This design comes from an exercise in tuning for small area on the open sky130 flow, not from production work.
At most, simulation tests tie the RTL to the original design; equivalence was not proved.
For runs 3 to 6, only the layout was checked, not whether the RTL still works.
No activity file was given, so power comes from the tool's default toggle rates.

==> design.v <==
module rsa_block_sequencer #(
    parameter int unsigned KEY_BYTES      = 32,
    parameter int unsigned OUT_BYTES      = 31,
    parameter int unsigned TIMEOUT_CYCLES = 2**20
) (
    input  logic         i_clk,
    input  logic         i_rst_n,
    input  logic [7:0]   i_rx_data,
    input  logic         i_rx_valid,
    output logic         o_rx_ready,
    output logic [7:0]   o_tx_data,
    output logic         o_tx_valid,
    input  logic         i_tx_ready,
    output logic         o_core_start,
    output logic [255:0] o_core_a,
    output logic [255:0] o_core_d,
    output logic [255:0] o_core_n,
    input  logic [255:0] i_core_dec,
    input  logic         i_core_finished,
    input  logic         i_key_reload,
    output logic         o_busy,
    output logic         o_timeout
);
    localparam int unsigned OutW = 8 * OUT_BYTES;
    localparam logic [2:0] StKeyN = 3'b000, StKeyD = 3'b001, StEnc = 3'b010,
                           StStart = 3'b100, StWait = 3'b101, StSend = 3'b110;
    logic [2:0]   state_q;
    logic [4:0]   cnt_q;        
    logic [14:0]  tmo_hi_q;     
    logic         pend_q;
    logic [511:0] nd_q;         
    logic [255:0] a_q;
    logic         rx_fire;
    logic         st_key, st_enc, st_start, st_wait, st_send;
    logic         last;
    logic         timeout_q;
    logic         tmo_fire;
    assign o_timeout = timeout_q;
    logic unused;
    assign unused = ^{i_core_dec[255:OutW], KEY_BYTES, TIMEOUT_CYCLES};
    assign st_key   = (state_q[2:1] == 2'b00);
    assign st_enc   = (state_q == StEnc);
    assign st_start = (state_q == StStart);
    assign st_wait  = (state_q == StWait);
    assign st_send  = (state_q == StSend);
    assign last     = &cnt_q;
    assign o_rx_ready   = i_rst_n && !state_q[2];
    assign rx_fire      = i_rx_valid && o_rx_ready;
    assign o_tx_valid   = st_send;
    assign o_tx_data    = a_q[255:248];
    assign o_core_start = st_start;
    assign o_busy       = state_q[2];
    assign o_core_a     = a_q;
    assign o_core_n     = nd_q[511:256];
    assign o_core_d     = nd_q[255:0];
    always_ff @(posedge i_clk) begin
        if (rx_fire && st_key) nd_q <= {nd_q[503:0], i_rx_data};
        if (st_wait && i_core_finished)
            a_q[255:8] <= i_core_dec[OutW-1:0];
        else if ((rx_fire && st_enc) || (st_send && i_tx_ready))
            a_q <= {a_q[247:0], i_rx_data};
    end
    assign tmo_fire = last && (&tmo_hi_q);
    always_ff @(posedge i_clk) begin
        if (st_start) tmo_hi_q <= '0;
        else if (st_wait && last) tmo_hi_q <= tmo_hi_q + 15'd1;
    end
    always_ff @(posedge i_clk or negedge i_rst_n) begin
        if (!i_rst_n) begin
            state_q <= StKeyN;
            cnt_q   <= '0;
            pend_q  <= 1'b0;
            timeout_q <= 1'b0;
        end else begin
            case (state_q)
                StKeyN, StKeyD: begin
                    if (i_key_reload) begin
                        state_q <= StKeyN;
                        cnt_q   <= '0;
                    end else if (rx_fire) begin
                        cnt_q <= cnt_q + 5'd1;
                        if (last) state_q <= state_q[0] ? StEnc : StKeyD;
                    end
                end
                StEnc: begin
                    if (i_key_reload && cnt_q == '0) begin
                        state_q <= StKeyN;
                        pend_q  <= 1'b0;
                    end else begin
                        if (i_key_reload) pend_q <= 1'b1;
                        if (rx_fire) begin
                            cnt_q <= cnt_q + 5'd1;
                            if (last) begin
                                state_q <= StStart;
                                timeout_q <= 1'b0;
                            end
                        end
                    end
                end
                StStart: begin
                    if (i_key_reload) pend_q <= 1'b1;
                    state_q <= StWait;
                end
                StWait: begin
                    if (i_key_reload) pend_q <= 1'b1;
                    if (i_core_finished) begin
                        cnt_q   <= 5'd1;    
                        state_q <= StSend;
                    end else begin
                        cnt_q <= cnt_q + 5'd1;
                        if (tmo_fire) begin
                            timeout_q <= 1'b1;
                            state_q <= StEnc;
                        end
                    end
                end
                StSend: begin
                    if (i_key_reload) pend_q <= 1'b1;
                    if (i_tx_ready) begin
                        cnt_q <= cnt_q + 5'd1;
                        if (last) begin
                            if (pend_q || i_key_reload) begin
                                state_q <= StKeyN;
                                pend_q  <= 1'b0;
                            end else begin
                                state_q <= StEnc;
                            end
                        end
                    end
                end
                default: state_q <= StKeyN;
            endcase
        end
    end
endmodule
==> flow/run.sh <==
#!/bin/bash
export BUFFER_PORTS_ARGS="-buffer_cell sky130_fd_sc_hd__buf_1"
export PLACE_PINS_ARGS="-min_distance 1 -min_distance_in_tracks"
export CTS_ARGS="-sink_clustering_enable -repair_clock_nets -dont_use_dummy_load -sink_clustering_size 16 -sink_clustering_max_diameter 60 -buf_list {sky130_fd_sc_hd__clkbuf_8}"
bash standard.sh > standard.log 2>&1
==> standard.sh <==
#!/bin/bash
# synth_recipe.tcl (not shown) runs the flow's synth.tcl, then flattens the netlist and writes it again
# the make line also repeats each setting of config.mk as NAME=value (left out here)
make -C /OpenROAD-flow-scripts/flow DESIGN_CONFIG=/design/flow/config.mk WORK_HOME=/design/flow/orfs CLKGATE_MAP_FILE= SYNTH_SCRIPT=/design/flow/synth_recipe.tcl "${@:-finish}"
==> config.mk <==
export PLATFORM = sky130hd
export DESIGN_NAME = rsa_block_sequencer
export DESIGN_NICKNAME = rsa_block_sequencer
export VERILOG_FILES = /design/flow/design.v
export SDC_FILE = /design/flow/constraint.sdc
export NUM_CORES = 4
export LEC_CHECK = 0
export CAP_MARGIN = 20
export CORE_AREA = 2 2 248 248
export DIE_AREA = 0 0 250 250
export SLEW_MARGIN = 20
==> constraint.sdc <==
create_clock -name core_clock -period 5.0 [get_ports {i_clk}]
set_input_delay 1.0000 -clock core_clock [delete_from_list [all_inputs] [get_ports {i_clk}]]
set_output_delay 1.0000 -clock core_clock [all_outputs]
set_load 0.01 [all_outputs]
==> results of run 1 <==
==> cell usage in the layout (no fill, tap or decap), types with 2 or more instances in the layout <==
master / n
nor2_1: 10
a211o_1: 2
diode_2: 15
or2_2: 2
nand2_1: 7
and2_1: 2
mux2i_1: 2
and4b_1: 2
inv_1: 10
nand3b_1: 2
buf_12: 7
nand3_1: 8
o21ai_0: 9
buf_4: 8
edfxtp_1: 768
nand4_1: 7
clkbuf_8: 59
dfxtp_1: 15
ha_1: 4
or3_1: 3
a22o_1: 3
dfrtp_1: 10
xor2_1: 7
nor2b_1: 2
a31oi_1: 3
o211ai_1: 3
nand2b_1: 2
a21oi_1: 15
nor3_1: 3
or4_1: 5
mux2_2: 250
buf_1: 1042
a21boi_0: 2
o31ai_1: 4
==> how the worst max path moves through the flow <==
stage | start | to | slack [ns] | cells after the start
final | state_q[2]$_DFFE_PN0P_ | o_core_start | 1.45 | 4
after global routing | state_q[2]$_DFFE_PN0P_ | o_core_start | 1.19 | 4
after CTS | state_q[2]$_DFFE_PN0P_ | o_core_start | 1.36 | 4
after detailed placement | i_rst_n | nd_q[490]$_DFFE_PP_ | 1.26 | 4
after global placement | i_rst_n | nd_q[490]$_DFFE_PP_ | 1.39 | 4
after floorplan | i_rx_valid | nd_q[0]$_DFFE_PP_ | -4.20 | 2
==> per-layer routing <==
layer	routed length, um	vias up
li1	-	6996
met1	27500	7881
met4	4370	8
met2	31800	1173
met5	37	-
met3	12800	246
==> critical path: stages, from the launching register on <==
cell and delay [ns]:
dfrtp_1 0.92, inv_1 0.26, nor3_1 0.27, buf_4 0.24
buf_1 0.24
==> flip-flops by register name (all words and copies together), names as in the netlist, named ones only <==
register,cells
a_q,256
cnt_q,5
nd_q,512
state_q,3
timeout_q,1
tmo_hi_q,15
==> layout make-up <==
type,instances,share of cell area
flip-flops and latches,793,0.708
repair buffers,1057,0.123
multi-input cells,384,0.112
well taps,782,0.0294
clock buffers,59,0.0244
inverters,10,0.00113
diodes,15,0.00113
==> stage by stage <==
stage | instances | setup slack, ns | hold slack, ns
finish | 3100 | 1.45 | 0.368
global route | 3096 | 1.19 | 0.374
CTS | 3085 | 1.36 | 0.317
detailed placement | 3026 | 1.26 | 0.431
global placement | 3026 | 1.39 | 0.429
floorplan | 1233 | -4.20 | 0.452
==> power by group through the flow <==
stage / clock network, W / logic, W / registers [W]
after CTS: 0.00310 / 0.00248 / 0.00898
after global placement: 0 / 0.00246 / 0.00908
after global routing: 0.00331 / 0.00265 / 0.00909
after detailed placement: 0 / 0.00248 / 0.00913
after floorplan: 0 / 0.00104 / 0.00956
final: 0.00297 / 0.00251 / 0.00899
==> kinds of logic (layout without fill, tap and decap cells) <==
family	after synthesis	after routing	synth area share
AOI/OAI and AO/OA	52	52	0.0123
DFF	793	793	0.856
muxes	252	252	0.103
and+or+nand+nor	69	69	0.0151
buffers and inverters	56	1126	0.00975
adders and majority gates	4	4	0.00181
xor gates and xnor gates	7	7	0.00222
other	0	15	0
==> results.txt, run 1 <==
Post-Syn Instances=~1200; count of unique library cells instantiated by Yosys=between 50 and 60; Post-synth top flop=edfxtp_1; sequential standard cell area=about 24000 um2; Final HPWL DP=~57 mm; initial core utilization=0.459; number of DRC markers in iteration 0=between 1000 and 1500; Core Util, Final=0.554; status=no timing/DRC/antenna violations; r2r setup slk=~2.3 ns; # resized after CTS=0; Post-CTS Hold Buffers=0; Critical Path RT=approximately 4 ns; Reg power frac=0.621; Die H=250 um; Final Max Tran Viols=0; Comb pwr share=0.174; CP Max Fanout=27; PD cells=roughly 430 nW/um2; critical path type=reg2out; GR peak layer=met2; final setup fails=0; Min Clock Period, post-route=3.55 ns; share of cells above drive strength 1=0.145; area growth from synthesis to layout=20.8%; P_leak=10.5 nW; mean area per synthesized cell=approximately 22 um2; Fin Setup TNS=0 ns; period utilization=0.710; synth top area cells=edfxtp_1 84%, mux2_2 10%, dfxtp_1 1.1%, dfrtp_1 0.91%, buf_2 0.31%; worst r2r dst=a_q[101]$_DFFE_PP_; Worst Skew=between 0.1 and 0.15 ns; Clock Power Share=0.205; # H-tree levels=2; commonest cells in the netlist=768 x edfxtp_1, 250 x mux2_2, 20 x clkbuf_1; # DRC=0; Routed WL=about 77 mm; syn_nets=~1500; Least-Margin Pin Slew=around 1.0 ns; Max Clk Rate=approximately 280 MHz; CP Launch Type=register; Tot GR Track Use=0.232; # Post-CTS Setup Buffers=0; area of the die=around 63000 um2; GR Overflow Total=0; Slew HR=0.319; row count=90; Post-synth EDFFs=roughly 770; RR Startpoint=state_q[2]$_DFFE_PN0P_; I/O pin cnt=approximately 1100; Clock Path Buffers=3; worst ir drop on vdd=between 0.2 and 0.3 mV; post-synthesis sequential area ratio=0.856; global routing usage on met2=0.328; post-route cell area=~33000 um2; Total Power=~0.014 W; Sinks on Clock Net=roughly 790; CTS Root Cell=clkbuf_8; top cell type's share of synthesized area=0.836; Via density=5.26; largest net degree at the start of global routing=180; Post-Syn Area=between 20000 and 30000 um2; met3 usage in global routing=0.153; vias in the first global route=roughly 16000; Core Area=~60000 um2; Inserted Clock Buffers=59; Die W=250 um; first-pass GRT wire length=between 100 and 150 mm; worst min path class=in2async; synthesized flop and latch total=approximately 800; Worst-path clk slew=0.10 ns; drt wl/cell=roughly 25 um; final hold violations=0; top-count cell post-synth=edfxtp_1; RSZ-0062 raised after global routing=false; Post-synth ARST share=0.0126; Arr. time, crit path=about 2.6 ns; GP Congestion=roughly 0.97; Worst Setup End Kind=output port; most area-hungry cell type in the Yosys netlist=edfxtp_1; clock latency (worst-skew pair)=0.73 ns; antenna violations before repair=17; Net Sw Frac=0.282; Sw Pwr=around 0.004 W; CTS tree=yes; met1 usage=0.267; fillers=approximately 5000; DRT antenna net count=0; Yosys warnings=1; footprint of the multi-input gates=3740 um2; total iterations of the first detailed-routing run=6; Int Power=a little over 0.01 W; max cap viols=0; vias=~16000; nets=2579; Buffers on Ports=between 1000 and 1500; R2R cell count=4; Post-DP Area=approximately 32000 um2
==> inputs of run 2 (changes only) <==
==> flow/run.sh (replaced) <==
#!/bin/bash
export BUFFER_PORTS_ARGS="-buffer_cell sky130_fd_sc_hd__buf_1"
export PLACE_PINS_ARGS="-min_distance 1 -min_distance_in_tracks"
export CTS_ARGS="-sink_clustering_enable -repair_clock_nets -dont_use_dummy_load -sink_clustering_size 28 -sink_clustering_max_diameter 100 -buf_list {sky130_fd_sc_hd__clkbuf_16}"
bash standard.sh > standard.log 2>&1
==> run 2 against run 1 <==
Still clean on timing, DRC and antenna. Synthesized area is the same. Die area is the same. Flip-flop and latch count is the same. Sequential power is essentially flat. Core utilization grew 0.14 points. Combinational power is essentially flat. Critical path depth is the same. Critical path type unchanged. Critical endpoint unchanged. Largest cell class unchanged.
==> results.txt, run 2 <==
status=no timing/DRC/antenna violations; area growth from synthesis to layout=21.1%; initial core utilization=0.459 (unchanged); row count=90 (unchanged); vias in the first global route=16300 (-1.1%); fillers=4958 (-0.18%); commonest non-fill, non-tap cell in the layout=buf_1; hold endpoint=nd_q[308]$_DFFE_PP_; PD cells=439 nW/um2 (+1.2%); cells along the critical path=inv_1, nor3_1, buf_4, buf_1; share of cells above drive strength 1=0.136 (-0.00863); family with the most delay on the worst path=flip-flops; GR peak layer=met2; Worst Skew=0.0554 ns (-0.0723 ns); Post-Syn Instances=1233 (unchanged); Core Area=60100 um2 (unchanged); met1 usage=0.267 (about the same); count of unique library cells instantiated by Yosys=54 (unchanged); Clock Path Buffers=3 (unchanged); I/O pin cnt=1051 (unchanged); Final HPWL DP=56.5 mm (unchanged); most frequent cells in the layout=1042 x buf_1, 768 x edfxtp_1, 250 x mux2_2, 36 x clkbuf_16; Post-synth ARST share=0.0126 (unchanged); Final Max Tran Viols=0 (unchanged); clock latency (worst-skew pair)=0.58 ns (-0.15 ns); Sw Pwr=0.00404 W (-1.0%); max reg flops=512 (unchanged); number of DRC markers in iteration 0=1562 (+8.2%); syn_nets=1507 (unchanged); Post-CTS Hold Buffers=0 (unchanged); biggest regs=nd_q x512, a_q x256, tmo_hi_q x15; Reg power frac=0.612 (-0.009); Post-synth top flop=edfxtp_1; Buffers on Ports=1042 (unchanged); Sinks on Clock Net=793 (unchanged); Slew HR=0.309 (-0.00979); Yosys warnings=1 (unchanged); hold_sp=nd_q[300]$_DFFE_PP_; Worst Path Buf+Inv=3 (unchanged); # resized after CTS=0 (unchanged); area of the die=62500 um2 (unchanged); synthesized flop and latch total=793 (unchanged); nets=2556 (-0.89%); Comb pwr share=0.171 (-0.003); Inserted Clock Buffers=36 (-39%); # Post-CTS Setup Buffers=0 (unchanged); synth top area cells=edfxtp_1 84%, mux2_2 10%, dfxtp_1 1.1%, dfrtp_1 0.91%, buf_2 0.31%; top cell type's share of synthesized area=0.836 (unchanged); Post-Syn Area=27600 um2 (unchanged); total iterations of the first detailed-routing run=5 (-1); max cap viols=0 (unchanged); # DRC=0 (unchanged); P_leak=10.5 nW (+0.19%); max incr delay on CP=0.94 ns (+0.02 ns); Tot GR Track Use=0.229 (-0.00236); commonest cells in the netlist=768 x edfxtp_1, 250 x mux2_2, 20 x clkbuf_1; worst min path class=reg2reg; RSZ-0062 raised after global routing=false; vias=16300 (-0.23%); Final WS setup=1.51 ns (+0.0606 ns); hold path cells=0; RR Startpoint=state_q[2]$_DFFE_PN0P_; Arr. time, crit path=2.49 ns (-0.06 ns); Routed WL=75.9 mm (-0.86%); post-synthesis sequential area ratio=0.856 (unchanged); CTS Root Cell=clkbuf_16; mean area per synthesized cell=22.4 um2 (unchanged); Max Clk Rate=286 MHz (+1.7%); Post-synth EDFFs=768 (unchanged); Total Power=0.0147 W (+1.4%); global routing usage on met2=0.323 (-0.00517); GR Overflow Total=0 (unchanged); # H-tree levels=2 (unchanged); met3 usage in global routing=0.145 (-0.00803); Slowest-stage cell, CP=dfrtp_1; period utilization=0.698 (-0.0121); largest net degree at the start of global routing=180 (unchanged); top-count cell post-synth=edfxtp_1; Critical Path RT=4.00 ns (about the same); first-pass GRT wire length=106 mm (-0.90%); worst r2r dst=a_q[70]$_DFFE_PP_; DRT antenna net count=0 (unchanged); drt wl/cell=24.7 um (about the same); Largest Register=nd_q; CP Max Fanout=27 (unchanged); antenna violations before repair=17 (unchanged); r2r setup slk=2.22 ns (-0.03 ns); Clock Power Share=0.217 (+0.012); worst ir drop on vdd=0.392 mV (+41%); Via density=5.29 (+0.58%); Die W=250 um (unchanged); CTS tree=yes; Fin Setup TNS=0 ns (unchanged); R2R cell count=4 (unchanged); Net Sw Frac=0.276 (-0.00680); Min Clock Period, post-route=3.49 ns (-0.0606 ns); Die H=250 um (unchanged); final hold violations=0 (unchanged); CP Launch Type=register; Least-Margin Pin Slew=1.04 ns (+0.0147 ns); final setup fails=0 (unchanged); critical path type=reg2out; Int Power=0.0106 W (+2.4%); Worst-path clk slew=0.10 ns (about the same); Worst Setup End Kind=output port; GP Congestion=0.965 (unchanged); setup slack at placement=1.26 ns (unchanged); most area-hungry cell type in the Yosys netlist=edfxtp_1
## run 2: cell counts after synthesis
Identical to the previous run, type by type.
## run 2: kinds of logic after synthesis
| logic type | Yosys count | synth area share |
|---|---|---|
| xor+xnor | 7 | 0.00222 |
| compound gates | 52 | 0.0123 |
| simple gates | 69 | 0.0151 |
| buf+inv | 56 | 0.00975 |
| fa+ha+maj | 4 | 0.00181 |
| flops | 793 | 0.856 |
| mux | 252 | 0.103 |
## run 2: how the worst max path moves through the flow
stage                                      start                   to  slack (ns)  depth (start not counted)
after floorplan                       i_rx_valid    nd_q[0]$_DFFE_PP_       -4.20                          2
after global placement                   i_rst_n  nd_q[490]$_DFFE_PP_        1.39                          4
after detailed placement                 i_rst_n  nd_q[490]$_DFFE_PP_        1.26                          4
after CTS                 state_q[2]$_DFFE_PN0P_         o_core_start        1.48                          4
after global routing      state_q[2]$_DFFE_PN0P_         o_core_start        1.30                          4
final                     state_q[2]$_DFFE_PN0P_         o_core_start        1.51                          4
## run 2: power by group through the flow
stage	logic [W]	registers, W	clock network [W]
after CTS	0.00249	0.00898	0.00330
after detailed placement	0.00248	0.00913	0
after global routing	0.00265	0.00909	0.00349
after global placement	0.00246	0.00908	0
final	0.00251	0.00898	0.00318
after floorplan	0.00104	0.00956	0
## run 2: final cells by class
type / count / area [um2] / share of cell area
diodes: 13 / 32.5 / 0.000974
clock buffers: 36 / 901 / 0.0270
inverters: 10 / 37.5 / 0.00112
multi-input cells: 384 / 3740 / 0.112
flip-flops and latches: 793 / 23600 / 0.707
well taps: 782 / 978 / 0.0293
repair buffers: 1057 / 4110 / 0.123
## run 2: metal layers
metal  share of wire  vias up  wire, um
met2            0.42     1140     31700
li1                -     6955         -
met5          0.0014        -       107
met3            0.16      243     12300
met1            0.36     7916     27300
met4           0.060       13      4540
## run 2: through the flow
step,utilization,instances,cell area (um2),hold slack [ns]
after CTS,0.555,3062,33400,0.415
final,0.556,3075,33400,0.413
after global placement,0.540,3026,32500,0.429
after detailed placement,0.540,3026,32500,0.431
after global routing,0.556,3074,33400,0.411
after floorplan,-,1233,27600,0.452
==> inputs of run 3 (changes only) <==
--- a/design.v
+++ b/design.v
@@ -38,11 +38,11 @@
     assign o_timeout = timeout_q;
     logic unused;
     assign unused = ^{i_core_dec[255:OutW], KEY_BYTES, TIMEOUT_CYCLES};
-    assign st_key   = (state_q[2:1] == 2'b00);
-    assign st_enc   = (state_q == StEnc);
-    assign st_start = (state_q == StStart);
-    assign st_wait  = (state_q == StWait);
-    assign st_send  = (state_q == StSend);
+    assign st_key   = !state_q[2] && !state_q[1];
+    assign st_enc   = !state_q[2] &&  state_q[1];
+    assign st_start =  state_q[2] && !state_q[1] && !state_q[0];
+    assign st_wait  =  state_q[2] && !state_q[1] &&  state_q[0];
+    assign st_send  =  state_q[2] &&  state_q[1];
     assign last     = &cnt_q;
     assign o_rx_ready   = i_rst_n && !state_q[2];
     assign rx_fire      = i_rx_valid && o_rx_ready;
@@ -54,10 +54,10 @@
     assign o_core_n     = nd_q[511:256];
     assign o_core_d     = nd_q[255:0];
     always_ff @(posedge i_clk) begin
-        if (rx_fire && st_key) nd_q <= {nd_q[503:0], i_rx_data};
+        if (i_rx_valid && st_key) nd_q <= {nd_q[503:0], i_rx_data};
         if (st_wait && i_core_finished)
             a_q[255:8] <= i_core_dec[OutW-1:0];
-        else if ((rx_fire && st_enc) || (st_send && i_tx_ready))
+        else if ((i_rx_valid && st_enc) || (st_send && i_tx_ready))
             a_q <= {a_q[247:0], i_rx_data};
     end
     assign tmo_fire = last && (&tmo_hi_q);
==> flow/run.sh (replaced) <==
#!/bin/bash
export BUFFER_PORTS_ARGS="-buffer_cell sky130_fd_sc_hd__buf_1"
export PLACE_PINS_ARGS="-min_distance 1 -min_distance_in_tracks"
export CTS_ARGS="-sink_clustering_enable -repair_clock_nets -dont_use_dummy_load -sink_clustering_size 18 -sink_clustering_max_diameter 60 -buf_list {sky130_fd_sc_hd__clkbuf_8}"
bash standard.sh > standard.log 2>&1
==> run 3 against run 2 <==
Still clean. Sequential share of layout area grew 0.40 points. Final cell count rose by 0.26%. Clock skew grew 0.011 ns. Critical path depth is 2 lower. Wire length is 1.6% lower. Maximum frequency rose by 1.7%. Core utilization shrank 0.32 points. Via count shrank 0.20%. Register-to-register slack worse by 0.10 ns. Global-route usage decreased by 0.27 points. Power up 9.0%. Largest cell class unchanged. Highest routed layer unchanged.
==> results.txt, run 3 <==
status=no timing/DRC/antenna violations; CP Launch Type=register; post-synthesis mux area share=0.103 (+0.000228); top cell type's share of synthesized area=0.838 (+0.00148); worst ir drop on vdd=0.307 mV (-22%); antenna violations before repair=17 (unchanged); Inserted Clock Buffers=55 (+53%); Critical Path RT=4.00 ns (about the same); Max Clk Rate=291 MHz (+1.7%); post-synthesis sequential area ratio=0.858 (+0.00152); GR Overflow Total=0 (unchanged); commonest cells in the netlist=768 x edfxtp_1, 190 x mux2_1, 61 x mux2_2; share of cells above drive strength 1=0.0597 (-0.0763); CTS Root Cell=clkbuf_8; post-synthesis adder-cell area fraction=0.00182 (+0.00000322); # DRC=0 (unchanged); Die H=250 um (unchanged); synthesized flop and latch total=793 (unchanged); area growth from synthesis to layout=20.6%; Worst Setup End Kind=output port; worst r2r dst=a_q[226]$_DFFE_PP_; final hold slack=0.274 ns (-0.139 ns); Post-synth EDFFs=768 (unchanged); P_leak=10.2 nW (-2.9%); max incr delay on CP=0.87 ns (-0.07 ns); Core Area=60100 um2 (unchanged); CP Max Fanout=25 (-7.4%); Yosys warnings=1 (unchanged); post-route cell area=33200 um2 (-0.57%); Clock Path Buffers=3 (unchanged); main combinational cell family by area after synthesis=multiplexers; # placed instances=3022 (-0.13%); compound-gate portion of the synthesized area=0.0106 (-0.00170); CTS tree=yes; commonest non-fill, non-tap cell in the layout=buf_1; Worst-path clk slew=0.09 ns (about the same); Worst Path Buf+Inv=1 (-2); max cap viols=0 (unchanged); fillers=4980 (+0.44%); Slowest-stage cell, CP=dfrtp_1; top-count cell post-synth=edfxtp_1; first-pass GRT wire length=105 mm (-1.1%); PD cells=481 nW/um2 (+9.6%); Synth Area in Simple Gates=0.0145 (-0.000655); synth top area cells=edfxtp_1 84%, mux2_1 7.8%, mux2_2 2.5%, dfxtp_1 1.1%, dfrtp_1 0.91%; r2r setup slk=2.12 ns (-0.10 ns); nets=2571 (+0.59%); I/O pin cnt=1051 (unchanged); clock latency (worst-skew pair)=0.70 ns (+0.12 ns); vias=16200 (-0.20%); Post-CTS Hold Buffers=0 (unchanged); DRT antenna net count=0 (unchanged); critical path type=reg2out; total iterations of the first detailed-routing run=5 (unchanged); biggest regs=nd_q x512, a_q x256, tmo_hi_q x15; fin cells=3083 (+0.26%); final hold violations=0 (unchanged); Sinks on Clock Net=793 (unchanged); Die W=250 um (unchanged); RR Startpoint=state_q[2]$_DFFE_PN0P_; Post-Syn Area=27500 um2 (-0.18%); cells along the critical path=and2_1, buf_1; max reg flops=512 (unchanged); Largest Register=nd_q; drt wl/cell=24.2 um (-1.9%); Synth Area in XOR/XNOR=0.00318 (+0.000958); RSZ-0062 raised after global routing=false; initial core utilization=0.458 (-0.000811); Post-synth ARST share=0.0126 (unchanged); Post-DP Area=32400 um2 (about the same); Fin Setup TNS=0 ns (unchanged); Arr. time, crit path=2.43 ns (-0.06 ns); GP Congestion=0.910 (-5.7%); row count=90 (unchanged); syn_nets=1501 (-0.40%); Min Clock Period, post-route=3.43 ns (-0.0599 ns); most frequent cells in the layout=1042 x buf_1, 768 x edfxtp_1, 190 x mux2_1, 61 x mux2_2, 55 x clkbuf_8; mean area per synthesized cell=22.4 um2 (+0.31%); Final Max Tran Viols=0 (unchanged); area of the die=62500 um2 (unchanged); most area-hungry cell type in the Yosys netlist=edfxtp_1; Worst Skew=0.0660 ns (+0.0106 ns); Routed WL=74.7 mm (-1.6%); Post-Syn Instances=1227 (-0.49%); family with the most delay on the worst path=flip-flops; Via density=5.27 (-0.46%); # H-tree levels=2 (unchanged); final setup fails=0 (unchanged); # resized after CTS=0 (unchanged); largest net degree at the start of global routing=186 (+3.3%); vias in the first global route=16000 (-1.8%); Slew HR=0.248 (-0.0610); count of unique library cells instantiated by Yosys=49 (-9.3%); Tot GR Track Use=0.227 (-0.00265); Core Util, Final=0.552 (-0.00316); Post-synth top flop=edfxtp_1; # Post-CTS Setup Buffers=0 (unchanged); Buffers on Ports=1042 (unchanged); R2R cell count=4 (unchanged); number of DRC markers in iteration 0=1418 (-9.2%); period utilization=0.686 (-0.0120); Final HPWL DP=56.0 mm (-0.88%); Least-Margin Pin Slew=1.13 ns (+0.0915 ns); worst min path class=in2async
-- run 3: cell count changes after synthesis, moves of 6 or more --
cell      previous run  this run
clkbuf_1            20         4
mux2_1               0       190
xnor2_1              0         6
mux2_2             250        61
buf_2               17        30
-- run 3: worst register-to-register path, delay by kind of cell, from the launching register on --
kind	cells	cell delay [ns]
flops	1	0.87
buf+inv	1	0.41
simple gates	2	0.56
compound gates	1	0.61
-- run 3: worst max path at each step --
stage | startpoint | end | slack [ns] | cells after the start
CTS | state_q[2]$_DFFE_PN0P_ | o_core_start | 1.50 | 2
finish | state_q[2]$_DFFE_PN0P_ | o_core_start | 1.57 | 2
floorplan | i_rx_valid | nd_q[0]$_DFFE_PP_ | -0.14 | 2
global route | state_q[2]$_DFFE_PN0P_ | o_core_start | 1.36 | 2
detailed placement | i_rx_valid | a_q[253]$_DFFE_PP_ | 1.83 | 5
global placement | i_rx_valid | a_q[248]$_DFFE_PP_ | 1.91 | 5
-- run 3: cell type report --
| cell class | count | area, um2 | area share |
|---|---|---|---|
| Inverter | 9 | 33.8 | 0.00102 |
| Tap cell | 782 | 978 | 0.0295 |
| Antenna cell | 6 | 15.0 | 0.000452 |
| Timing Repair Buffer | 1055 | 4120 | 0.124 |
| Clock buffer | 55 | 757 | 0.0228 |
| Sequential cell | 793 | 23600 | 0.711 |
| Multi-Input combinational cell | 383 | 3700 | 0.111 |
-- run 3: through the flow --
step | setup slack, ns | power (W)
4_1_cts | 1.50 | 0.0161
2_1_floorplan | -0.140 | 0.0117
6_report | 1.57 | 0.0160
3_5_place_dp | 1.83 | 0.0132
3_3_place_gp | 1.91 | 0.0131
5_1_grt | 1.36 | 0.0167
-- run 3: per-layer routing --
layer	wire [um]	share of wire	global-route usage
met5	150	0.0020	0
met4	4080	0.055	0.111
met3	12900	0.17	0.155
met2	30900	0.41	0.318
met1	26600	0.36	0.263
-- run 3: kinds of logic after synthesis --
logic type | Yosys count
flip-flops | 793
multiplexers | 252
AO/OA/AOI/OAI | 45
adder cells (fa/ha/maj) | 4
buffers and inverters | 51
AND/OR/NAND/NOR | 72
XOR/XNOR | 10
-- run 3: power breakdown --
group / leakage [nW] / switching, W / internal, W
logic: 2.70 / 0.00240 / 0.000925
clock network: 0.395 / 0.00190 / 0.000984
registers: 7.10 / 0.000657 / 0.00913
total: 10.2 / 0.00495 / 0.0110
==> inputs of run 4 (changes only) <==
==> flow/run.sh (replaced) <==
#!/bin/bash
export BUFFER_PORTS_ARGS="-buffer_cell sky130_fd_sc_hd__buf_1"
export PLACE_PINS_ARGS="-min_distance 1 -min_distance_in_tracks"
export CTS_ARGS="-sink_clustering_enable -repair_clock_nets -dont_use_dummy_load -sink_clustering_size 10 -sink_clustering_max_diameter 40 -buf_list {sky130_fd_sc_hd__clkbuf_4}"
bash standard.sh > standard.log 2>&1
==> run 4 against run 3 <==
Design area grew 0.30%. Worst hold slack gained 0.062 ns. Die area is the same. Synthesized area is the same. Clock skew grew 0.035 ns. Final cell count grew 1.9%. Via count grew 1.6%. Synthesized cell count is the same. Maximum frequency shrank 4.2%. Non-clock buffer count grew 1. Global-route usage grew 0.34 points. Critical path type unchanged. Critical endpoint unchanged.
==> results.txt, run 4 <==
status=no timing/DRC/antenna violations; Post-CTS Hold Buffers=1 (+1); # resized after CTS=0 (unchanged); Routed WL=75.1 mm (+0.57%); most area-hungry cell type in the Yosys netlist=edfxtp_1; vias=16500 (+1.6%); first-pass GRT wire length=106 mm (+1.0%); family with the most delay on the worst path=flip-flops; Core Area=60100 um2 (unchanged); WL met1=26.5 mm (-0.50%); R2R cell count=4 (unchanged); count of unique library cells instantiated by Yosys=49 (unchanged); top cell type's share of synthesized area=0.838 (unchanged); Post-synth top flop=edfxtp_1; CTS tree=yes; fillers=5041 (+1.2%); most frequent cells in the layout=1042 x buf_1, 768 x edfxtp_1, 190 x mux2_1, 112 x clkbuf_4, 61 x mux2_2; CP Max Fanout=25 (unchanged); Post-Syn Instances=1227 (unchanged); worst ir drop on vdd=0.271 mV (-12%); Slowest-stage cell, CP=dfrtp_1; area growth from synthesis to layout=21.0%; CP Launch Type=register; synth top area cells=edfxtp_1 84%, mux2_1 7.8%, mux2_2 2.5%, dfxtp_1 1.1%, dfrtp_1 0.91%; DRT antenna net count=0 (unchanged); synthesized flop and latch total=793 (unchanged); Max Clk Rate=279 MHz (-4.2%); max incr delay on CP=0.86 ns (about the same); drt wl/cell=23.9 um (-1.4%); commonest cells in the netlist=768 x edfxtp_1, 190 x mux2_1, 61 x mux2_2; top-count cell post-synth=edfxtp_1; post-route cell area=33300 um2 (+0.30%); period utilization=0.716 (+0.0299); fin cells=3143 (+1.9%); antenna violations before repair=18 (+1); Inserted Clock Buffers=112 (+100%); largest net degree at the start of global routing=186 (unchanged); share of cells above drive strength 1=0.0824 (+0.0228); Yosys warnings=1 (unchanged); syn_nets=1501 (unchanged); Total Power=0.0161 W (+0.78%); post-synthesis sequential area ratio=0.858 (unchanged); max cap viols=0 (unchanged); # H-tree levels=3 (+1); CTS Root Cell=clkbuf_4; Post-synth EDFFs=768 (unchanged); final setup fails=0 (unchanged); Worst Skew=0.101 ns (+0.0352 ns); Tot GR Track Use=0.230 (+0.00339); final hold slack=0.336 ns (+0.0621 ns); Final Max Tran Viols=0 (unchanged); RSZ-0062 raised after global routing=false; initial core utilization=0.458 (unchanged); WL met2=31.4 mm (+1.4%); P_leak=10.3 nW (+1.2%); Post-synth ARST share=0.0126 (unchanged); # DRC=0 (unchanged); Slew HR=0.263 (+0.0152); GP Congestion=0.910 (unchanged); # placed instances=3022 (unchanged); Die W=250 um (unchanged); Final WS setup=1.42 ns (-0.149 ns); met3 WL post-DR=13.2 mm (+2.6%); Arr. time, crit path=2.58 ns (+0.15 ns); total iterations of the first detailed-routing run=7 (+2); setup slack at placement=1.83 ns (unchanged); mean area per synthesized cell=22.4 um2 (unchanged); Worst Path Buf+Inv=1 (unchanged); # Post-CTS Setup Buffers=0 (unchanged); Post-Syn Area=27500 um2 (unchanged); Min Clock Period, post-route=3.58 ns (+0.149 ns); GR Overflow Total=0 (unchanged); Final HPWL DP=56.0 mm (unchanged); cells along the critical path=and2_1, buf_1; Least-Margin Pin Slew=1.11 ns (-0.0228 ns); Top Layer Used=met5; Clock Path Buffers=3 (unchanged); Worst Setup End Kind=output port; final hold violations=0 (unchanged); number of cells on the critical path=2 (unchanged); nets=2629 (+2.3%); commonest non-fill, non-tap cell in the layout=buf_1; hold path cells=1; I/O pin cnt=1051 (unchanged); Post-DP Area=32400 um2 (unchanged); clock latency (worst-skew pair)=0.90 ns (+0.20 ns); Buffers on Ports=1042 (unchanged); Largest Register=nd_q; vias in the first global route=16300 (+2.2%); Sinks on Clock Net=793 (unchanged); Worst-path clk slew=0.10 ns (about the same); worst min path class=in2reg; Die H=250 um (unchanged); row count=90 (unchanged); max reg flops=512 (unchanged); critical path type=reg2out; number of DRC markers in iteration 0=1261 (-11%); biggest regs=nd_q x512, a_q x256, tmo_hi_q x15; Via density=5.25 (-0.37%); area of the die=62500 um2 (unchanged); PD cells=484 nW/um2 (+0.48%); Critical Path RT=4.00 ns (about the same)
[run 4: cell counts after synthesis]
Identical to the previous run, type by type.
[run 4: logic make-up after synthesis]
kind of cell / count (synthesis) / synth area share
multiplexers: 252 / 0.103
buffers and inverters: 51 / 0.00941
flip-flops: 793 / 0.858
XOR/XNOR: 10 / 0.00318
adder cells (fa/ha/maj): 4 / 0.00182
AND/OR/NAND/NOR: 72 / 0.0145
AO/OA/AOI/OAI: 45 / 0.0106
[run 4: cell type report]
type | instances | area (um2) | area share
antenna | 8 | 20.0 | 0.000601
clock buffer | 112 | 841 | 0.0252
inverter | 9 | 33.8 | 0.00101
multi-input combinational | 383 | 3700 | 0.111
sequential | 793 | 23600 | 0.709
tap | 782 | 978 | 0.0294
timing repair buffer | 1056 | 4130 | 0.124
[run 4: worst reg2reg max path: cells and delay by family (launching register included)]
family / cells / cell delay, ns
and+or+nand+nor: 2 / 0.55
AOI/OAI and AO/OA: 1 / 0.61
DFF: 1 / 0.86
buffers and inverters: 1 / 0.43
[run 4: where the power goes]
group / internal (W) / total (W) / switching, W
Clock: 0.00102 / 0.00301 / 0.00199
Combinational: 0.000926 / 0.00332 / 0.00239
Sequential: 0.00913 / 0.00979 / 0.000656
Total: 0.0111 / 0.0161 / 0.00504
[run 4: final timing paths]
check | endpoint | slack [ns] | from
max | o_core_start | 1.42 | state_q[2]$_DFFE_PN0P_
min | nd_q[3]$_DFFE_PP_ | 0.34 | i_rx_data[3]
max reg2reg | a_q[173]$_DFFE_PP_ | 2.09 | state_q[2]$_DFFE_PN0P_
min reg2reg | nd_q[119]$_DFFE_PP_ | 0.37 | nd_q[111]$_DFFE_PP_
max in group asynchronous | cnt_q[3]$_DFFE_PN0P_ | 4.10 | i_rst_n
min in group asynchronous | cnt_q[1]$_DFFE_PN0P_ | 0.71 | i_rst_n
[run 4: through the flow]
stage / setup TNS [ns] / utilization
finish: 0 / 0.554
global route: 0 / 0.554
CTS: 0 / 0.554
global placement: 0 / 0.540
floorplan: -71.69 / -
detailed placement: 0 / 0.540
[run 4: metal layers]
metal / global-route usage / vias to the layer above
met4: 0.126 / 20
met2: 0.318 / 1228
met1: 0.261 / 7906
met3: 0.164 / 225
li1: - / 7111
met5: 0 / -
==> inputs of run 5 (changes only) <==
==> flow/run.sh (replaced) <==
#!/bin/bash
export BUFFER_PORTS_ARGS="-buffer_cell sky130_fd_sc_hd__buf_1"
export PLACE_PINS_ARGS="-min_distance 1 -min_distance_in_tracks"
export CTS_ARGS="-sink_clustering_enable -repair_clock_nets -dont_use_dummy_load -sink_clustering_size 16 -sink_clustering_max_diameter 60 -buf_list {sky130_fd_sc_hd__clkbuf_8}"
bash standard.sh > standard.log 2>&1
==> run 5 against run 4 <==
Clock power fell by 1%. Synthesized cell count did not move. Sequential share of layout area rose by 0.12 points. Largest power group unchanged. Sequential power barely moved. Still clean. Design area fell by 0.17%.
==> results.txt, run 5 <==
Routed WL=74.7 mm (-0.46%); synthesized flop and latch total=793 (unchanged); # DRC=0 (unchanged); footprint of the multi-input gates=3700 um2 (unchanged); max incr delay on CP=0.87 ns (about the same); fillers=4983 (-1.2%); Core Area=60100 um2 (unchanged); nets=2574 (-2.1%); initial core utilization=0.458 (unchanged); # Post-CTS Setup Buffers=0 (unchanged); number of cells on the critical path=2 (unchanged); Worst Path Buf+Inv=1 (unchanged); Post-DP Area=32400 um2 (unchanged); biggest regs=nd_q x512, a_q x256, tmo_hi_q x15; RR Startpoint=state_q[2]$_DFFE_PN0P_; I/O pin cnt=1051 (unchanged); PD cells=483 nW/um2 (about the same); Slew HR=0.213 (-0.0497); total iterations of the first detailed-routing run=7 (unchanged); Post-synth ARST share=0.0126 (unchanged); GR Overflow Total=0 (unchanged); syn_nets=1501 (unchanged); max cap viols=0 (unchanged); commonest cells in the netlist=768 x edfxtp_1, 190 x mux2_1, 61 x mux2_2; Final Max Tran Viols=0 (unchanged); largest net degree at the start of global routing=186 (unchanged); Post-CTS Hold Buffers=0 (-1); Largest Register=nd_q; Tot GR Track Use=0.227 (-0.00295); # placed instances=3022 (unchanged); Post-synth EDFFs=768 (unchanged); Buffers on Ports=1042 (unchanged); number of DRC markers in iteration 0=1395 (+11%); Sinks on Clock Net=793 (unchanged); Die H=250 um (unchanged); final hold violations=0 (unchanged); clock latency (worst-skew pair)=0.71 ns (-0.19 ns); Arr. time, crit path=2.45 ns (-0.13 ns); top cell type's share of synthesized area=0.838 (unchanged); CTS tree=yes; Fin Setup TNS=0 ns (unchanged); Die W=250 um (unchanged); vias in the first global route=15900 (-2.6%); Yosys warnings=1 (unchanged); Via density=5.27 (+0.41%); status=no timing/DRC/antenna violations; max reg flops=512 (unchanged); most frequent cells in the layout=1042 x buf_1, 768 x edfxtp_1, 190 x mux2_1, 61 x mux2_2, 58 x clkbuf_8; Least-Margin Pin Slew=1.18 ns (+0.0745 ns); Critical Path RT=4.00 ns (about the same); CP Max Fanout=25 (unchanged); final setup fails=0 (unchanged); CTS Root Cell=clkbuf_8; drt wl/cell=24.2 um (+1.4%); crit path to=o_core_start; count of unique library cells instantiated by Yosys=49 (unchanged); R2R cell count=4 (unchanged); top-count cell post-synth=edfxtp_1; # H-tree levels=2 (-1); fin cells=3086 (-1.8%); post-route cell area=33300 um2 (-0.17%); Min Clock Period, post-route=3.45 ns (-0.130 ns); post-synthesis sequential area ratio=0.858 (unchanged); mean area per synthesized cell=22.4 um2 (unchanged); CP Launch Type=register; GP Congestion=0.910 (unchanged); critical path type=reg2out; sequential standard cell area=23600 um2 (unchanged); worst ir drop on vdd=0.294 mV (+8.3%); worst r2r dst=a_q[226]$_DFFE_PP_; Core Util, Final=0.553 (-0.000957); antenna violations before repair=17 (-1); r2r setup slk=2.13 ns (+0.04 ns); Inserted Clock Buffers=58 (-48%); Post-synth top flop=edfxtp_1; Worst-path clk slew=0.09 ns (about the same); share of cells above drive strength 1=0.0609 (-0.0215); start point of the critical path=state_q[2]$_DFFE_PN0P_; Clock Path Buffers=3 (unchanged); area of the die=62500 um2 (unchanged); first-pass GRT wire length=105 mm (-0.78%); Post-Syn Instances=1227 (unchanged); area growth from synthesis to layout=20.8%; Post-Syn Area=27500 um2 (unchanged); Worst Setup End Kind=output port; worst min path class=in2async; Max Clk Rate=290 MHz (+3.8%); Worst Skew=0.0598 ns (-0.0414 ns); Final HPWL DP=56.0 mm (unchanged); commonest non-fill, non-tap cell in the layout=buf_1; P_leak=10.2 nW (-0.99%); family with the most delay on the worst path=flip-flops; most area-hungry cell type in the Yosys netlist=edfxtp_1; synth top area cells=edfxtp_1 84%, mux2_1 7.8%, mux2_2 2.5%, dfxtp_1 1.1%, dfrtp_1 0.91%; Slowest-stage cell, CP=dfrtp_1; vias=16300 (-1.4%); final hold slack=0.262 ns (-0.0733 ns); cells along the critical path=and2_1, buf_1; DRT antenna net count=0 (unchanged); # resized after CTS=0 (unchanged); period utilization=0.690 (-0.0260); row count=90 (unchanged); RSZ-0062 raised after global routing=false
## run 5: cell counts after synthesis
No cell type changed its count.
## run 5: cell type report
class	count	share of cell area
Inverter	9	0.00102
Antenna cell	6	0.000451
Sequential cell	793	0.710
Timing Repair Buffer	1055	0.124
Tap cell	782	0.0294
Multi-Input combinational cell	383	0.111
Clock buffer	58	0.0240
## run 5: worst min path at each step
| stage | cells after the start | from | endpoint | slack (ns) |
|---|---|---|---|---|
| after floorplan | 2 | tmo_hi_q[10]$_SDFFE_PP0P_ | tmo_hi_q[10]$_SDFFE_PP0P_ | 0.47 |
| after global placement | 0 | nd_q[480]$_DFFE_PP_ | nd_q[488]$_DFFE_PP_ | 0.43 |
| after detailed placement | 0 | nd_q[22]$_DFFE_PP_ | nd_q[30]$_DFFE_PP_ | 0.43 |
| after CTS | 2 | i_rst_n | state_q[2]$_DFFE_PN0P_ | 0.20 |
| after global routing | 2 | i_rst_n | cnt_q[0]$_DFFE_PN0P_ | 0.22 |
| final | 2 | i_rst_n | state_q[2]$_DFFE_PN0P_ | 0.26 |
## run 5: power by group
| group | total [W] | internal, W | switching, W | leakage (nW) |
|---|---|---|---|---|
| Clock | 0.00297 | 0.00103 | 0.00194 | 0.417 |
| Combinational | 0.00331 | 0.000926 | 0.00239 | 2.70 |
| Sequential | 0.00979 | 0.00913 | 0.000660 | 7.10 |
| Total | 0.0161 | 0.0111 | 0.00498 | 10.2 |
## run 5: metal layers
layer / GRT usage / wire length (um)
met4: 0.109 / 3680
met1: 0.266 / 26700
met5: 0 / 163
met2: 0.317 / 31200
met3: 0.156 / 13000
## run 5: metrics by stage
| stage | setup WS (ns) | power [W] |
|---|---|---|
| 2_1_floorplan | -0.140 | 0.0117 |
| 3_3_place_gp | 1.91 | 0.0131 |
| 3_5_place_dp | 1.83 | 0.0132 |
| 4_1_cts | 1.48 | 0.0162 |
| 5_1_grt | 1.33 | 0.0167 |
| 6_report | 1.55 | 0.0161 |
## run 5: logic make-up after synthesis
kind of cell | count (synthesis) | share of synthesized area
muxes | 252 | 0.103
xor gates and xnor gates | 10 | 0.00318
AOI/OAI and AO/OA | 45 | 0.0106
adders and majority gates | 4 | 0.00182
and+or+nand+nor | 72 | 0.0145
DFF | 793 | 0.858
buffers and inverters | 51 | 0.00941
==> inputs of run 6 (changes only) <==
--- a/config.mk
+++ b/config.mk
@@ -5,7 +5,7 @@
 export SDC_FILE = /design/flow/constraint.sdc
 export NUM_CORES = 4
 export LEC_CHECK = 0
-export CAP_MARGIN = 20
+export CAP_MARGIN = 0
 export CORE_AREA = 2 2 248 248
 export DIE_AREA = 0 0 250 250
-export SLEW_MARGIN = 20
+export SLEW_MARGIN = 0
==> run 6 against run 5 <==
Clock skew unchanged. Design area did not move. Via count unchanged. Largest cell class unchanged. Wire length unchanged. Clock-buffer cell count unchanged. Combinational power about the same. Critical endpoint unchanged. Flip-flop and latch count unchanged.
==> results.txt, run 6 <==
status=no timing/DRC/antenna violations; mean area per synthesized cell=22.4 um2 (unchanged); period utilization=0.690 (unchanged); DRT antenna net count=0 (unchanged); CP Launch Type=register; P_leak=10.2 nW (unchanged); nets=2574 (unchanged); Post-synth ARST share=0.0126 (unchanged); commonest non-fill, non-tap cell in the layout=buf_1; Slew HR=0.213 (unchanged); Post-DP Area=32400 um2 (unchanged); area growth from synthesis to layout=20.8% (unchanged); biggest regs=nd_q x512, a_q x256, tmo_hi_q x15; Max Clk Rate=290 MHz (unchanged); initial core utilization=0.458 (unchanged); antenna violations before repair=17 (unchanged); Critical Path RT=4.00 ns (about the same); vias=16300 (unchanged); cells along the critical path=and2_1, buf_1; clock latency (worst-skew pair)=0.71 ns (about the same); max incr delay on CP=0.87 ns (about the same); R2R cell count=4 (unchanged); family with the most delay on the worst path=flip-flops; syn_nets=1501 (unchanged); critical path type=reg2out; final hold slack=0.262 ns (unchanged); Yosys warnings=1 (unchanged); Routed WL=74.7 mm (unchanged); max reg flops=512 (unchanged); Slowest-stage cell, CP=dfrtp_1; Top Layer Used=met5; Inserted Clock Buffers=58 (unchanged); first-pass GRT wire length=105 mm (unchanged); # Post-CTS Setup Buffers=0 (unchanged); worst ir drop on vdd=0.294 mV (unchanged); GR Overflow Total=0 (unchanged); Clock Path Buffers=3 (unchanged); worst min path class=in2async; most area-hungry cell type in the Yosys netlist=edfxtp_1; RSZ-0062 raised after global routing=false; Post-synth EDFFs=768 (unchanged); # H-tree levels=2 (unchanged); synthesized flop and latch total=793 (unchanged); Die H=250 um (unchanged); Sinks on Clock Net=793 (unchanged); Tot GR Track Use=0.227 (unchanged); synth top area cells=edfxtp_1 84%, mux2_1 7.8%, mux2_2 2.5%, dfxtp_1 1.1%, dfrtp_1 0.91%; Post-CTS Hold Buffers=0 (unchanged); final hold violations=0 (unchanged); row count=90 (unchanged); post-route cell area=33300 um2 (unchanged); sequential standard cell area=23600 um2 (unchanged); Arr. time, crit path=2.45 ns (about the same); Least-Margin Pin Slew=1.18 ns (unchanged); met3 WL post-DR=13.0 mm (unchanged); Core Area=60100 um2 (unchanged); top cell type's share of synthesized area=0.838 (unchanged); count of unique library cells instantiated by Yosys=49 (unchanged); Worst Path Buf+Inv=1 (unchanged); drt wl/cell=24.2 um (unchanged); WL met2=31.2 mm (unchanged); CTS tree=yes; Buffers on Ports=1042 (unchanged); Worst Skew=0.0598 ns (unchanged); WL met1=26.7 mm (unchanged); Final HPWL DP=56.0 mm (unchanged); Die W=250 um (unchanged); CTS Root Cell=clkbuf_8; Worst-path clk slew=0.09 ns (about the same); Worst Setup End Kind=output port; I/O pin cnt=1051 (unchanged); Post-synth top flop=edfxtp_1; total iterations of the first detailed-routing run=7 (unchanged); footprint of the multi-input gates=3700 um2 (unchanged); Min Clock Period, post-route=3.45 ns (unchanged); fillers=4983 (unchanged); area of the die=62500 um2 (unchanged); # resized after CTS=0 (unchanged); commonest cells in the netlist=768 x edfxtp_1, 190 x mux2_1, 61 x mux2_2; Via density=5.27 (unchanged); Largest Register=nd_q; CP Max Fanout=25 (unchanged); share of cells above drive strength 1=0.0609 (unchanged); top-count cell post-synth=edfxtp_1; PD cells=483 nW/um2 (unchanged); Post-Syn Instances=1227 (unchanged); GP Congestion=0.910 (unchanged); vias in the first global route=15900 (unchanged); max cap viols=0 (unchanged); Post-Syn Area=27500 um2 (unchanged); final setup fails=0 (unchanged); # DRC=0 (unchanged); number of cells on the critical path=2 (unchanged); Final Max Tran Viols=0 (unchanged); most frequent cells in the layout=1042 x buf_1, 768 x edfxtp_1, 190 x mux2_1, 61 x mux2_2, 58 x clkbuf_8; largest net degree at the start of global routing=186 (unchanged); number of DRC markers in iteration 0=1395 (unchanged); post-synthesis sequential area ratio=0.858 (unchanged)
[run 6: cell counts after synthesis]
No cell type changed its count.
[run 6: worst paths after layout]
check	from	endpoint	slack, ns
max	state_q[2]$_DFFE_PN0P_	o_core_start	1.55
min	i_rst_n	state_q[2]$_DFFE_PN0P_	0.26
min in group core_clock	nd_q[111]$_DFFE_PP_	nd_q[119]$_DFFE_PP_	0.41
max in group asynchronous	i_rst_n	state_q[0]$_DFFE_PN0P_	4.56
min reg2reg	nd_q[111]$_DFFE_PP_	nd_q[119]$_DFFE_PP_	0.41
max reg2reg	state_q[2]$_DFFE_PN0P_	a_q[226]$_DFFE_PP_	2.13
[run 6: per-layer routing]
metal,track usage,vias to the layer above
li1,-,6942
met1,0.266,7916
met2,0.317,1147
met3,0.156,229
met4,0.109,24
met5,0,-
[run 6: power by group]
part	internal (W)	total (W)	switching (W)	leakage [nW]
registers	0.00913	0.00979	0.000660	7.10
clock network	0.00103	0.00297	0.00194	0.417
logic	0.000926	0.00331	0.00239	2.70
[run 6: kinds of logic after synthesis]
| logic type | Yosys count | synth area share |
|---|---|---|
| flops | 793 | 0.858 |
| mux | 252 | 0.103 |
| simple gates | 72 | 0.0145 |
| buf+inv | 51 | 0.00941 |
| compound gates | 45 | 0.0106 |
| xor+xnor | 10 | 0.00318 |
| fa+ha+maj | 4 | 0.00182 |
[run 6: metrics by stage]
stage	power, W	setup TNS, ns	setup WS [ns]	instances	util
finish	0.0161	0	1.55	3086	0.553
global route	0.0167	0	1.33	3085	0.553
CTS	0.0162	0	1.48	3080	0.553
detailed placement	0.0132	0	1.83	3022	0.540
global placement	0.0131	0	1.91	3022	0.540
floorplan	0.0117	-71.69	-0.140	1227	-
[run 6: final cells by class]
cell class,count,area share
well taps,782,0.0294
flip-flops and latches,793,0.710
clock buffers,58,0.0240
diodes,6,0.000451
repair buffers,1055,0.124
multi-input cells,383,0.111
inverters,9,0.00102
==> inputs of run 7 (changes only) <==
--- a/design.v
+++ b/design.v
@@ -55,10 +55,8 @@
     assign o_core_d     = nd_q[255:0];
     always_ff @(posedge i_clk) begin
         if (i_rx_valid && st_key) nd_q <= {nd_q[503:0], i_rx_data};
-        if (st_wait && i_core_finished)
-            a_q[255:8] <= i_core_dec[OutW-1:0];
-        else if ((i_rx_valid && st_enc) || (st_send && i_tx_ready))
-            a_q <= {a_q[247:0], i_rx_data};
+        if ((st_wait && i_core_finished) || (i_rx_valid && st_enc) || (st_send && i_tx_ready))
+            a_q <= state_q[0] ? {i_core_dec[OutW-1:0], i_rx_data} : {a_q[247:0], i_rx_data};
     end
     assign tmo_fire = last && (&tmo_hi_q);
     always_ff @(posedge i_clk) begin
==> flow/run.sh (replaced) <==
#!/bin/bash
# The standard layout (standard.sh, unchanged synthesis) with three settings changed:
#  * port buffers use the smallest buffer, sky130_fd_sc_hd__buf_1;
#  * IO pins may sit one routing track apart, so the pins fit on a smaller die;
#  * the clock tree uses clkbuf_8 leaf buffers driving up to 16 registers, without dummy loads.
# All tool output goes to standard.log (and ORFS's per-step logs under orfs/logs).
export BUFFER_PORTS_ARGS="-buffer_cell sky130_fd_sc_hd__buf_1"
export PLACE_PINS_ARGS="-min_distance 1 -min_distance_in_tracks"
export CTS_ARGS="-sink_clustering_enable -repair_clock_nets -dont_use_dummy_load -sink_clustering_size 16 -sink_clustering_max_diameter 60 -buf_list {sky130_fd_sc_hd__clkbuf_8}"
bash standard.sh > standard.log 2>&1
==> config.mk (replaced) <==
export PLATFORM = sky130hd
export DESIGN_NAME = rsa_block_sequencer
export DESIGN_NICKNAME = rsa_block_sequencer
export VERILOG_FILES = /design/flow/design.v
export SDC_FILE = /design/flow/constraint.sdc
export NUM_CORES = 4
export LEC_CHECK = 0
export CAP_MARGIN = 20
export CORE_AREA = 2 2 218 218
export DIE_AREA = 0 0 220 220
export SLEW_MARGIN = 20
==> run 7 against run 6 <==
Wire length down 1.2%. Sequential power up 15%. Clock-buffer cell count down 2. Register-to-register slack got worse by 0.59 ns. Synthesized cell count hardly changed. First-iteration DRC count shrank 4.5%. Via count is 1.6% higher. Power is 22% higher. Synthesized area hardly changed. Critical path type is now reg2reg. Largest power group unchanged. Highest routed layer unchanged.
==> results.txt, run 7 <==
initial core utilization=0.595 (+0.137); max reg flops=512 (unchanged); most frequent cells in the layout=1042 x buf_1, 768 x edfxtp_1, 250 x mux2_2, 56 x clkbuf_8; Post-CTS Hold Buffers=0 (unchanged); count of unique library cells instantiated by Yosys=46 (-6.1%); clock latency (worst-skew pair)=0.69 ns (-0.02 ns); P_leak=10.2 nW (+0.21%); Worst-path clk slew=0.10 ns (about the same); Post-Syn Area=27500 um2 (about the same); Inserted Clock Buffers=56 (-3.4%); worst min path class=in2async; R2R cell count=3 (-1); row count=79 (-12%); drt wl/cell=25.3 um (+4.4%); r2r setup slk=1.54 ns (-0.59 ns); post-synthesis sequential area ratio=0.858 (about the same); CTS tree=yes; CP Max Fanout=81 (+220%); total iterations of the first detailed-routing run=7 (unchanged); critical path type=reg2reg; # Post-CTS Setup Buffers=0 (unchanged); CP Launch Type=register; Least-Margin Pin Slew=1.04 ns (-0.139 ns); worst ir drop on vdd=0.369 mV (+26%); sequential standard cell area=23600 um2 (about the same); status=no timing/DRC/antenna violations; synthesized flop and latch total=793 (unchanged); DRT antenna net count=0 (unchanged); Die W=220 um (-12%); footprint of the multi-input gates=3690 um2 (-0.44%); Post-synth top flop=edfxtp_1; fillers=3154 (-37%); period utilization=0.693 (+0.00263); mean area per synthesized cell=22.4 um2 (about the same); Arr. time, crit path=3.87 ns (+1.42 ns); Core Util, Final=0.714 (+0.161); vias in the first global route=15300 (-3.6%); Worst Setup End Kind=register; RSZ-0062 raised after global routing=false; Total Power=0.0196 W (+22%); worst r2r dst=a_q[92]$_DFFE_PP_; Worst Skew=0.0503 ns (-0.00954 ns); nets=2575 (+0.039%); Fin Setup TNS=0 ns (unchanged); Sinks on Clock Net=793 (unchanged); biggest regs=nd_q x512, a_q x256, tmo_hi_q x15; Critical Path RT=5.40 ns (+1.40 ns); Max Clk Rate=289 MHz (-0.38%); commonest non-fill, non-tap cell in the layout=buf_1; Slew HR=0.306 (+0.0926); first-pass GRT wire length=98.1 mm (-6.8%); Yosys warnings=1 (unchanged); Clock Path Buffers=3 (unchanged); most area-hungry cell type in the Yosys netlist=edfxtp_1; PD cells=594 nW/um2 (+23%); syn_nets=1500 (-0.067%); Via density=5.66 (+7.4%); commonest cells in the netlist=768 x edfxtp_1, 250 x mux2_2, 24 x buf_2; largest net degree at the start of global routing=89 (-52%); # resized after CTS=0 (unchanged); Core Area=46300 um2 (-23%); number of DRC markers in iteration 0=1332 (-4.5%); I/O pin cnt=1051 (unchanged); Final HPWL DP=53.6 mm (-4.3%); Final Max Tran Viols=0 (unchanged); GP Congestion=0.932 (+2.4%); start point of the critical path=state_q[0]$_DFFE_PN0P_; RR Startpoint=state_q[0]$_DFFE_PN0P_; area of the die=48400 um2 (-23%); share of cells above drive strength 1=0.147 (+0.0861); CTS Root Cell=clkbuf_8; # H-tree levels=2 (unchanged); top-count cell post-synth=edfxtp_1; Buffers on Ports=1042 (unchanged); GR Overflow Total=0 (unchanged); Routed WL=73.8 mm (-1.2%); final setup fails=0 (unchanged); vias=16500 (+1.6%); area growth from synthesis to layout=20.0%; final hold violations=0 (unchanged); Die H=220 um (-12%); crit path to=a_q[92]$_DFFE_PP_; Post-synth EDFFs=768 (unchanged); antenna violations before repair=16 (-1); Post-synth ARST share=0.0126 (unchanged); max cap viols=0 (unchanged); synth top area cells=edfxtp_1 84%, mux2_2 10%, dfxtp_1 1.1%, dfrtp_1 0.91%, buf_2 0.44%; Post-Syn Instances=1226 (-0.081%); Min Clock Period, post-route=3.46 ns (+0.0131 ns); Tot GR Track Use=0.285 (+0.0576); Largest Register=nd_q; top cell type's share of synthesized area=0.838 (about the same); # DRC=0 (unchanged)
-- run 7: cell families (layout without fill, tap and decap cells) --
| kind of cell | Yosys count | count (layout) | synth area share |
|---|---|---|---|
| AND/OR/NAND/NOR | 77 | 77 | 0.0153 |
| buffers and inverters | 52 | 1125 | 0.00927 |
| multiplexers | 251 | 251 | 0.103 |
| flip-flops | 793 | 793 | 0.858 |
| AO/OA/AOI/OAI | 36 | 36 | 0.00887 |
| XOR/XNOR | 13 | 13 | 0.00414 |
| other | 0 | 14 | 0 |
| adder cells (fa/ha/maj) | 4 | 4 | 0.00182 |
-- run 7: how the worst min path moves through the flow --
stage	startpoint	end
6_report	i_rst_n	cnt_q[0]$_DFFE_PN0P_
5_1_grt	i_rst_n	cnt_q[0]$_DFFE_PN0P_
4_1_cts	i_rst_n	cnt_q[0]$_DFFE_PN0P_
3_5_place_dp	nd_q[181]$_DFFE_PP_	nd_q[189]$_DFFE_PP_
3_3_place_gp	nd_q[146]$_DFFE_PP_	nd_q[154]$_DFFE_PP_
2_1_floorplan	tmo_hi_q[14]$_SDFFE_PP0P_	timeout_q$_DFFE_PN0P_
-- run 7: report_power, final --
part	leakage, nW	internal [W]	switching [W]
combinational	2.66	0.00188	0.00359
clock	0.403	0.00100	0.00189
sequential	7.18	0.0102	0.00110
total	10.2	0.0130	0.00658
-- run 7: metrics by stage --
| stage | cells | setup slack [ns] | cell area, um2 | hold slack [ns] |
|---|---|---|---|---|
| 2_1_floorplan | 1226 | -0.933 | 27600 | 0.460 |
| 3_3_place_gp | 2850 | 1.58 | 32200 | 0.431 |
| 3_5_place_dp | 2850 | 1.53 | 32200 | 0.430 |
| 4_1_cts | 2906 | 1.51 | 33000 | 0.186 |
| 5_1_grt | 2917 | 1.33 | 33000 | 0.213 |
| 6_report | 2920 | 1.54 | 33000 | 0.242 |
-- run 7: area by class of cell --
cell class,instances,share of cell area
Multi-Input combinational cell,381,0.112
Timing Repair Buffer,1060,0.125
Antenna cell,14,0.00106
Tap cell,607,0.0230
Sequential cell,793,0.715
Clock buffer,56,0.0233
Inverter,9,0.00102
-- run 7: metal layers --
layer	wire length, um	vias to the layer above	global-route usage	part of all wire
li1	-	6955	-	-
met1	23700	8049	0.310	0.32
met2	32900	1097	0.417	0.45
met3	8530	415	0.115	0.12
met4	8620	8	0.281	0.12
met5	48	-	0	0.00065
-- run 7: critical path, stage by stage (launching register included) --
cell	delay [ns]
dfrtp_4	0.89
buf_4	0.86
buf_4	0.90
mux2_2	0.42
==> inputs of run 8 (changes only) <==
--- a/config.mk
+++ b/config.mk
@@ -6,6 +6,6 @@
 export NUM_CORES = 4
 export LEC_CHECK = 0
 export CAP_MARGIN = 20
-export CORE_AREA = 2 2 218 218
-export DIE_AREA = 0 0 220 220
+export CORE_AREA = 2 2 248 248
+export DIE_AREA = 0 0 250 250
 export SLEW_MARGIN = 20
==> run 8 against run 7 <==
Sequential share of layout area is 0.48 points lower. Critical path depth is 1 higher. Setup slack better by 0.14 ns. Wire length increased by 1.1%. Maximum frequency increased by 4.3%. Non-clock buffer count is 2 lower. Clock skew up 0.024 ns. Synthesized cell count is the same. First-iteration DRC count fell by 5.0%. Final cell count rose by 5.9%. Register-to-register slack gained 0.23 ns. Flip-flop and latch count unchanged. Critical endpoint is now o_core_start. Largest power group unchanged.
==> results.txt, run 8 <==
status=no timing/DRC/antenna violations; Slowest-stage cell, CP=dfrtp_4; GR Overflow Total=0 (unchanged); Post-synth EDFFs=768 (unchanged); I/O pin cnt=1051 (unchanged); PD cells=592 nW/um2 (-0.22%); worst ir drop on vdd=0.367 mV (-0.77%); R2R cell count=4 (+1); top cell type's share of synthesized area=0.838 (unchanged); GP Congestion=0.922 (-1.1%); drt wl/cell=24.2 um (-4.5%); Largest Register=nd_q; number of DRC markers in iteration 0=1266 (-5.0%); Post-synth ARST share=0.0126 (unchanged); CTS tree=yes; worst min path class=in2async; total iterations of the first detailed-routing run=5 (-2); post-synthesis sequential area ratio=0.858 (unchanged); DRT antenna net count=0 (unchanged); nets=2577 (+0.078%); Post-synth top flop=edfxtp_1; most frequent cells in the layout=1042 x buf_1, 768 x edfxtp_1, 250 x mux2_2, 60 x clkbuf_8; Tot GR Track Use=0.225 (-0.0601); RSZ-0062 raised after global routing=false; vias=16300 (-1.2%); P_leak=10.3 nW (+0.11%); Post-Syn Area=27500 um2 (unchanged); max reg flops=512 (unchanged); cells along the critical path=nand2b_1, nor2_1, buf_4, buf_1; start point of the critical path=state_q[0]$_DFFE_PN0P_; Critical Path RT=4.00 ns (-1.40 ns); Core Util, Final=0.553 (-0.161); synth top area cells=edfxtp_1 84%, mux2_2 10%, dfxtp_1 1.1%, dfrtp_1 0.91%, buf_2 0.44%; Fin Setup TNS=0 ns (unchanged); syn_nets=1500 (unchanged); final setup fails=0 (unchanged); Final HPWL DP=55.4 mm (+3.3%); count of unique library cells instantiated by Yosys=46 (unchanged); Post-DP Area=32400 um2 (+0.56%); Worst-path clk slew=0.10 ns (about the same); biggest regs=nd_q x512, a_q x256, tmo_hi_q x15; area growth from synthesis to layout=20.8%; critical path type=reg2out; RR Startpoint=state_q[0]$_DFFE_PN0P_; CP Launch Type=register; clock latency (worst-skew pair)=0.71 ns (+0.02 ns); vias in the first global route=16000 (+4.6%); largest net degree at the start of global routing=105 (+18%); Min Clock Period, post-route=3.32 ns (-0.143 ns); commonest cells in the netlist=768 x edfxtp_1, 250 x mux2_2, 24 x buf_2; # Post-CTS Setup Buffers=0 (unchanged); Post-Syn Instances=1226 (unchanged); max incr delay on CP=0.76 ns (-0.14 ns); top-count cell post-synth=edfxtp_1; initial core utilization=0.458 (-0.137); synthesized flop and latch total=793 (unchanged); first-pass GRT wire length=104 mm (+6.1%); Yosys warnings=1 (unchanged); Slew HR=0.292 (-0.0136); Max Clk Rate=301 MHz (+4.3%); Post-CTS Hold Buffers=0 (unchanged); commonest non-fill, non-tap cell in the layout=buf_1; Inserted Clock Buffers=60 (+7.1%); Die W=250 um (+14%); area of the die=62500 um2 (+29%); final hold violations=0 (unchanged); period utilization=0.664 (-0.0286); Routed WL=74.7 mm (+1.1%); most area-hungry cell type in the Yosys netlist=edfxtp_1; Via density=5.28 (-6.7%); Least-Margin Pin Slew=1.06 ns (+0.0205 ns); Buffers on Ports=1042 (unchanged); Total Power=0.0197 W (+0.46%); antenna violations before repair=18 (+2); Final Max Tran Viols=0 (unchanged); row count=90 (+14%); Clock Path Buffers=3 (unchanged); post-route cell area=33300 um2 (+0.67%); Worst Setup End Kind=output port; Sinks on Clock Net=793 (unchanged); Arr. time, crit path=2.32 ns (-1.55 ns); # H-tree levels=2 (unchanged); Worst Skew=0.0746 ns (+0.0244 ns); max cap viols=0 (unchanged); mean area per synthesized cell=22.4 um2 (unchanged); CP Max Fanout=57 (-30%); # resized after CTS=0 (unchanged); worst r2r dst=a_q[33]$_DFFE_PP_; CTS Root Cell=clkbuf_8; r2r setup slk=1.77 ns (+0.23 ns); Core Area=60100 um2 (+30%); share of cells above drive strength 1=0.148 (+0.000741); # DRC=0 (unchanged); Die H=250 um (+14%)
[run 8: power by group]
group | internal, W | total, W | switching [W]
Sequential | 0.0102 | 0.0113 | 0.00115
Combinational | 0.00186 | 0.00539 | 0.00353
Clock | 0.00107 | 0.00299 | 0.00192
Total | 0.0131 | 0.0197 | 0.00661
[run 8: logic make-up after synthesis]
| logic type | after synthesis | synth area share |
|---|---|---|
| DFF | 793 | 0.858 |
| buffers and inverters | 52 | 0.00927 |
| xor gates and xnor gates | 13 | 0.00414 |
| AOI/OAI and AO/OA | 36 | 0.00887 |
| adders and majority gates | 4 | 0.00182 |
| muxes | 251 | 0.103 |
| and+or+nand+nor | 77 | 0.0153 |
[run 8: area by class of cell]
cell class / instances / area [um2]
sequential: 793 / 23600
tap: 782 / 978
inverter: 9 / 33.8
clock buffer: 60 / 826
multi-input combinational: 381 / 3690
fill: 4912 / 26900
antenna: 8 / 20.0
timing repair buffer: 1058 / 4100
[run 8: metal layers]
layer,vias up,share of wire,global-route usage
met5,-,0.0025,0.00309
met2,1167,0.41,0.311
met3,249,0.17,0.152
li1,6939,-,-
met1,7944,0.36,0.261
met4,24,0.055,0.121
[run 8: how the worst max path moves through the flow]
stage          slack (ns)           endpoint  cells past startpoint
3_3_place_gp         1.81  a_q[51]$_DFFE_PP_                      4
2_1_floorplan       -0.93   a_q[0]$_DFFE_PP_                      2
3_5_place_dp         1.78   a_q[0]$_DFFE_PP_                      4
4_1_cts              1.61       o_core_start                      4
6_report             1.68       o_core_start                      4
5_1_grt              1.56       o_core_start                      4
[run 8: metrics by stage]
step | setup WS, ns | hold WS [ns] | instances
3_3_place_gp | 1.81 | 0.429 | 3023
4_1_cts | 1.61 | 0.291 | 3083
6_report | 1.68 | 0.361 | 3091
5_1_grt | 1.56 | 0.340 | 3090
2_1_floorplan | -0.933 | 0.460 | 1226
3_5_place_dp | 1.78 | 0.431 | 3023
[run 8: critical path, delay by kind of cell (launching register included)]
| family | cells | cell delay [ns] |
|---|---|---|
| and+or+nand+nor | 2 | 0.40 |
| DFF | 1 | 0.76 |
| buffers and inverters | 2 | 0.49 |

Check on run 8: ideal ports give 1.679 ns setup slack; a clkbuf_16 on the clock port and buf_2 on the inputs give 1.621 ns; moving port delays by the midpoint clock arrival (0.712 ns) as well gives 1.775 ns.
